Source: an optimization exercise on an open RTL-to-GDS flow (aim: a short achievable clock period and few clock cycles per item). Production flows keep margins and buffers that such runs may drop. The RTL was checked by simulation tests, not by an equivalence proof against the original design.

==> maple: inputs <==
Design multDivUnit, start of the top module:
module multDivUnit (
  input  logic        clk,
  input  logic        reset,
  input  logic [2:0]  reqOp,
  input  logic [31:0] reqLOp,
  input  logic [31:0] reqROp,
  input  logic        reqValid,
  output logic        reqCredit,
  output logic [31:0] respResult,
  output logic        respDivByZero,
  output logic        respDivOverflow,
  output logic        respValid,
  input  logic        respCredit
);
clock: 6.0 ns
lec_check: 0
cap_margin: 40
core_margin: 2
core_utilization: 35
setup_slack_margin: 1.3
slew_margin: 30
run.sh (not shown) runs the stock make flow with config.mk's settings and CLKGATE_MAP_FILE= SYNTH_SCRIPT=/design/flow/synth_recipe.tcl, a recipe that flattens the netlist after the stock synthesis.
==> pepper: changes against maple <==
--- a/flow/design.v
+++ b/flow/design.v
@@ -57,34 +57,37 @@
   localparam int MW  = 32 + RB;        
   localparam logic [2:0] sIdle  = 3'd0;
   localparam logic [2:0] sDivIt = 3'd1;
   localparam logic [2:0] sOut   = 3'd2;
   localparam logic [2:0] sMul   = 3'd3;
   localparam logic [2:0] sPow   = 3'd4;
+  localparam logic [2:0] sNeg   = 3'd6;
   localparam int oMul  = 0;
   localparam int oFast = 1;
   localparam int oDiv  = 2;
   localparam int oPow  = 3;
   localparam int oMulS = 4;
   logic [31:0] L;
   logic [31:0] R;
   assign L = reqLOp;
   assign R = reqROp;
   logic        dSigned;
+  logic [31:0] notL;
   logic        negL;
   logic        negR;
   logic [31:0] tL;
   logic [31:0] tR;
   logic [31:0] magL0;
   logic [31:0] magR0;
   logic        dbz0;
   logic        ovf0;
   logic        less0;
   logic        fast0;
   logic [31:0] fastRes0;
   assign dSigned = reqOp[2] && !reqOp[0];
+  assign notL    = ~L;
   assign negL    = dSigned && L[31];
   assign negR    = dSigned && R[31];
   assign tL      = L ^ {32{negL}};
   assign tR      = R ^ {32{negR}};
   assign magL0   = tL + {31'd0, negL};
   assign magR0   = tR + {31'd0, negR};
@@ -205,15 +208,13 @@
       default: multRow = '0;
     endcase
   endfunction
   function automatic logic [MW-1:0] multConst(input int j, input logic n);
     multConst = (n ? MW'(j) : '0) + ((j == 7 || j == 14 || j == 15) ? MW'(1) : '0);
   endfunction
-  logic [31:0]         notL;
   logic [NM:1][MW-1:0] mult0;
-  assign notL = ~L;
   for (genvar j = 1; j <= NM; j++) begin : g_mult
     logic [MW-1:0] r0, r1, r2, r3;
     logic [MW-1:0] s1, c1, s2, c2;
     logic [MW-1:0] n0, n1, n2, n3;
     logic [MW-1:0] ns1, nc1, ns2, nc2;
     logic [MW-1:0] mPos, mNeg;
@@ -334,13 +335,14 @@
       else if (!respCredit && respValid) respCredits <= respCredits - 2'd1;
       case (state)
         sIdle:   if (reqValid) state <= !reqOp[2] ? (smallMul0 ? sOut : sMul) :
                                         fast0 ? sOut : pow0 ? sPow : sDivIt;
         sPow:    state <= sOut;
         sMul:    state <= sOut;
-        sDivIt:  if (!itCnt[2]) state <= sOut;
+        sDivIt:  if (!itCnt[2]) state <= (opR[1] && negRemR) ? sNeg : sOut;
+        sNeg:    state <= sOut;
         sOut:    if (respValid) state <= sIdle;
         default: state <= sIdle;
       endcase
     end
   end
   logic [1:0]          opR;
@@ -354,13 +356,13 @@
   logic                negQR;
   logic                negRemR;
   logic                dbzR;
   logic                ovfR;
   logic [31:0]         fastRes;
   logic [3:0][63:0]    prodRows;
-  logic [NM:1][MW-1:0] mult;
+  logic [NM:1][MW-1:0] multN;
   always_ff @(posedge clk) begin
     if (accept) begin
       opR      <= reqOp[1:0];
       outSel   <= '0;
       if (!reqOp[2]) outSel[smallMul0 ? oMulS : oMul] <= 1'b1;
       else outSel[fast0 ? oFast : pow0 ? oPow : oDiv] <= 1'b1;
@@ -374,53 +376,44 @@
       negQR    <= negL ^ negR;
       negRemR  <= negR;
       dbzR     <= reqOp[2] && dbz0;
       ovfR     <= reqOp[2] && ovf0;
       fastRes  <= fastRes0;
       prodRows <= t4;
-      mult     <= mult0;
+      multN    <= ~mult0;
     end
   end
   logic [31:0] prReg;
-  logic [31:0] prmReg;
+  logic [31:0] remNeg;
   logic [31:0] dReg;
   logic [31:0] qReg;
   logic [31:0] qmReg;
   logic [MW-1:0]    x;
-  logic [MW-1:0]    xm;
   logic [NM+1:1]    ge;
   logic [32*NM-1:0] diff;
-  logic [32*NM-1:0] diffm;
   logic [NM:0]      sel;
   logic [RB-1:0]    digit;
   logic [RB-1:0]    digitm;
   logic [31:0]      npr;
-  logic [31:0]      nprm;
   assign x  = {prReg, dReg[31:32-RB]};
-  assign xm = x - MW'(1);
   for (genvar j = 1; j <= NM; j++) begin : g_sub
     logic [MW:0] d;
-    logic [MW:0] dm;
-    assign d     = {1'b0, x} - {1'b0, mult[j]};
-    assign dm    = {1'b0, x} + {1'b1, ~mult[j]};
+    assign d     = {1'b0, x} + {1'b1, multN[j]} + (MW+1)'(1);
     assign ge[j] = !d[MW];
     assign diff[32*(j-1) +: 32]  = d[31:0];
-    assign diffm[32*(j-1) +: 32] = dm[31:0];
   end
   assign ge[NM+1] = 1'b0;
   assign sel[0] = !ge[1];
   for (genvar j = 1; j <= NM; j++) begin : g_sel
     assign sel[j] = ge[j] && !ge[j+1];
   end
   always_comb begin
     npr   = sel[0] ? x[31:0] : 32'd0;
-    nprm  = sel[0] ? xm[31:0] : 32'd0;
     digit = '0;
     for (int j = 1; j <= NM; j++) begin
       npr   = npr  | (sel[j] ? diff[32*(j-1) +: 32] : 32'd0);
-      nprm  = nprm | (sel[j] ? diffm[32*(j-1) +: 32] : 32'd0);
       digit = digit | (sel[j] ? RB'(j) : RB'(0));
     end
   end
   assign digitm = digit - RB'(1);
   always_ff @(posedge clk) begin
     if (accept) begin
@@ -428,13 +421,12 @@
       dReg  <= aligned0[31:0];
       qReg  <= 32'd0;
       qmReg <= 32'hffff_ffff;
       itCnt <= iters0;
     end else if (state == sDivIt) begin
       prReg  <= npr;
-      prmReg <= nprm;
       dReg   <= dReg << RB;
       qReg   <= {qReg[31-RB:0], digit};
       qmReg  <= sel[0] ? {qmReg[31-RB:0], {RB{1'b1}}} : {qReg[31-RB:0], digitm};
       itCnt  <= itCnt >> 1;
     end
   end
@@ -448,16 +440,19 @@
                   (prodRows[1] & prodRows[2])) << 1;
   assign t5[2] = prodRows[3];
   assign t6[0] = t5[0] ^ t5[1] ^ t5[2];
   assign t6[1] = ((t5[0] & t5[1]) | (t5[0] & t5[2]) | (t5[1] & t5[2])) << 1;
   assign product = t6[0] + t6[1];
   always_ff @(posedge clk) begin
+    if (state == sNeg) remNeg <= -prReg;
+  end
+  always_ff @(posedge clk) begin
     if (state == sMul) mulRes <= (opR == 2'd0) ? product[31:0] : product[63:32];
   end
   always_comb begin
-    if (opR[1]) divRes = negRemR ? ~prmReg : prReg;
+    if (opR[1]) divRes = negRemR ? remNeg : prReg;
     else        divRes = negQR ? ~qmReg : qReg;
   end
   logic [31:0] powQ;
   logic [31:0] powR;
   logic [31:0] qMag;
   logic [31:0] rMag;
@@ -466,24 +461,20 @@
   always_ff @(posedge clk) begin
     if (state == sPow) begin
       powQ <= negQR ? -qMag : qMag;
       powR <= negRemR ? -rMag : rMag;
     end
   end
-  logic [15:0] pg0, pp0, pg1, pp1, pg2, pp2, pg3, pp3;
+  logic [15:0] pg1, pp1, pg2, pp2, pg3, pp3;
   logic [15:0] blkC;
   logic [63:0] sProd;
   logic [31:0] mulSRes;
   always_comb begin
     for (int b = 0; b < 16; b++) begin
-      pg0[b] = sG[b];
-      pp0[b] = sP[b];
-    end
-    for (int b = 0; b < 16; b++) begin
-      pg1[b] = (b >= 1) ? (pg0[b] || (pp0[b] && pg0[b-1])) : pg0[b];
-      pp1[b] = (b >= 1) ? (pp0[b] && pp0[b-1]) : pp0[b];
+      pg1[b] = sG[b];
+      pp1[b] = sP[b];
     end
     for (int b = 0; b < 16; b++) begin
       pg2[b] = (b >= 2) ? (pg1[b] || (pp1[b] && pg1[b-2])) : pg1[b];
       pp2[b] = (b >= 2) ? (pp1[b] && pp1[b-2]) : pp1[b];
     end
     for (int b = 0; b < 16; b++) begin
@@ -539,18 +530,27 @@
   assign s2 = pp[3] ^ pp[4] ^ pp[5];
   assign c2 = ((pp[3] & pp[4]) | (pp[3] & pp[5]) | (pp[4] & pp[5])) << 1;
   assign s3 = s1 ^ c1 ^ s2;
   assign c3 = ((s1 & c1) | (s1 & s2) | (c1 & s2)) << 1;
   assign s4 = s3 ^ c3 ^ c2;
   assign c4 = ((s3 & c3) | (s3 & c2) | (c3 & c2)) << 1;
+  logic [15:0] g;
+  logic [15:0] p;
   for (genvar k = 0; k < 16; k++) begin : g_blk
     logic [4:0] t0;
     logic [4:0] t1;
     assign t0 = {1'b0, s4[4*k +: 4]} + {1'b0, c4[4*k +: 4]};
     assign t1 = {1'b0, s4[4*k +: 4]} + {1'b0, c4[4*k +: 4]} + 5'd1;
     assign sum0[4*k +: 4] = t0[3:0];
     assign sum1[4*k +: 4] = t1[3:0];
-    assign blkG[k] = t0[4];
-    assign blkP[k] = t1[4];
+    assign g[k] = t0[4];
+    assign p[k] = t1[4];
+    if (k == 0) begin : g_p0
+      assign blkG[k] = g[k];
+      assign blkP[k] = p[k];
+    end else begin : g_pk
+      assign blkG[k] = g[k] || (p[k] && g[k-1]);
+      assign blkP[k] = p[k] && p[k-1];
+    end
   end
 endmodule
 `default_nettype wire
==> flow/config.mk (replaced) <==
export PLATFORM = sky130hd
export DESIGN_NAME = multDivUnit
export DESIGN_NICKNAME = multDivUnit
export VERILOG_FILES = /design/flow/design.v
export SDC_FILE = /design/flow/constraint.sdc
export NUM_CORES = 4
export LEC_CHECK = 0
export CAP_MARGIN = 40
export CORE_MARGIN = 2
export CORE_UTILIZATION = 30
export SETUP_SLACK_MARGIN = 3.0
export SLEW_MARGIN = 30
==> comparison table <==
metric	maple	pepper
Number of instances in the synthesized netlist	20635	17346
Met3 Routed Length	126 mm	77.6 mm
Post-Route Hold Slack	0.451 ns	0.452 ns
Flip-flop count of the largest register after layout	301	300
Cell count after placement	29365	25885
Sequential standard cell area	0.0297 mm²	0.0297 mm²
Start point of the worst hold path	qReg[30]	qReg[28]
Worst flop-to-flop path startpoint	mult[399]	mask[0]
Number of gates resized after CTS	616	578
Largest net degree at the start of global routing	128	159
Fraction of area in registers	13.1%	13.7%
Distinct cell type count of the synthesized netlist	104	117
XOR/XNOR Fraction of Synth Area	12.0%	10.6%
Starting density of the core	35.1%	30.0%
Share of final layout cell area taken by non-clock buffers	16.4%	16.5%
Share of the synthesized area in compound gates (AO/OA/AOI/OAI)	23.4%	19.7%
Run status	no timing/DRC/antenna violations	no timing/DRC/antenna violations
Signal arrival time at the worst endpoint	6.32 ns	5.95 ns
Cell area after placement	0.204 mm²	0.181 mm²
Number of DRC violations after detailed-routing iteration 0	24458	16435
Simple-Gate Fraction of Synth Area	12.8%	12.6%
Bufs w/o clock	4017	3641
Testbench counts of maple, summed over its fixed seeds: cycles 12,768, ops 3,200.
Testbench counts of pepper, summed over its fixed seeds: cycles 12,850, ops 3,200.

==> port drivers added, routing unchanged <==
In the flow no input, the clock included, has a driving cell. The finished layouts below were timed again as built, in two steps. Step 1 assumes that a clkbuf_16 drives the clock port and a buf_2 every other input. Step 2 adds t to the input delays and takes it off the output delays; t is the mean of the earliest and latest rising clock arrival at the registers after step 1. Input paths then give back, and output paths get back, about the clock's delay inside the block. Slacks: ideal / step 1 / step 2; pairs: ideal / step 1.
run | t, ns | setup slack, ns | hold slack, ns | worst slew at a driven data input, ns | cell pins on the clock port's net
maple | 1.030 | 0.358 / 0.279 / -0.382 | 0.451 / 0.451 / 0.451 | 0.47 | 1
pepper | 1.026 | 0.827 / 0.509 / -0.518 | 0.452 / 0.452 / 0.452 | 0.55 | 1
With both steps, setup timing fails in maple and pepper, where it was met with ideal ports. The setup slack of pepper, which loses most, moves by -0.318 ns with the drivers and by -1.345 ns with both steps.
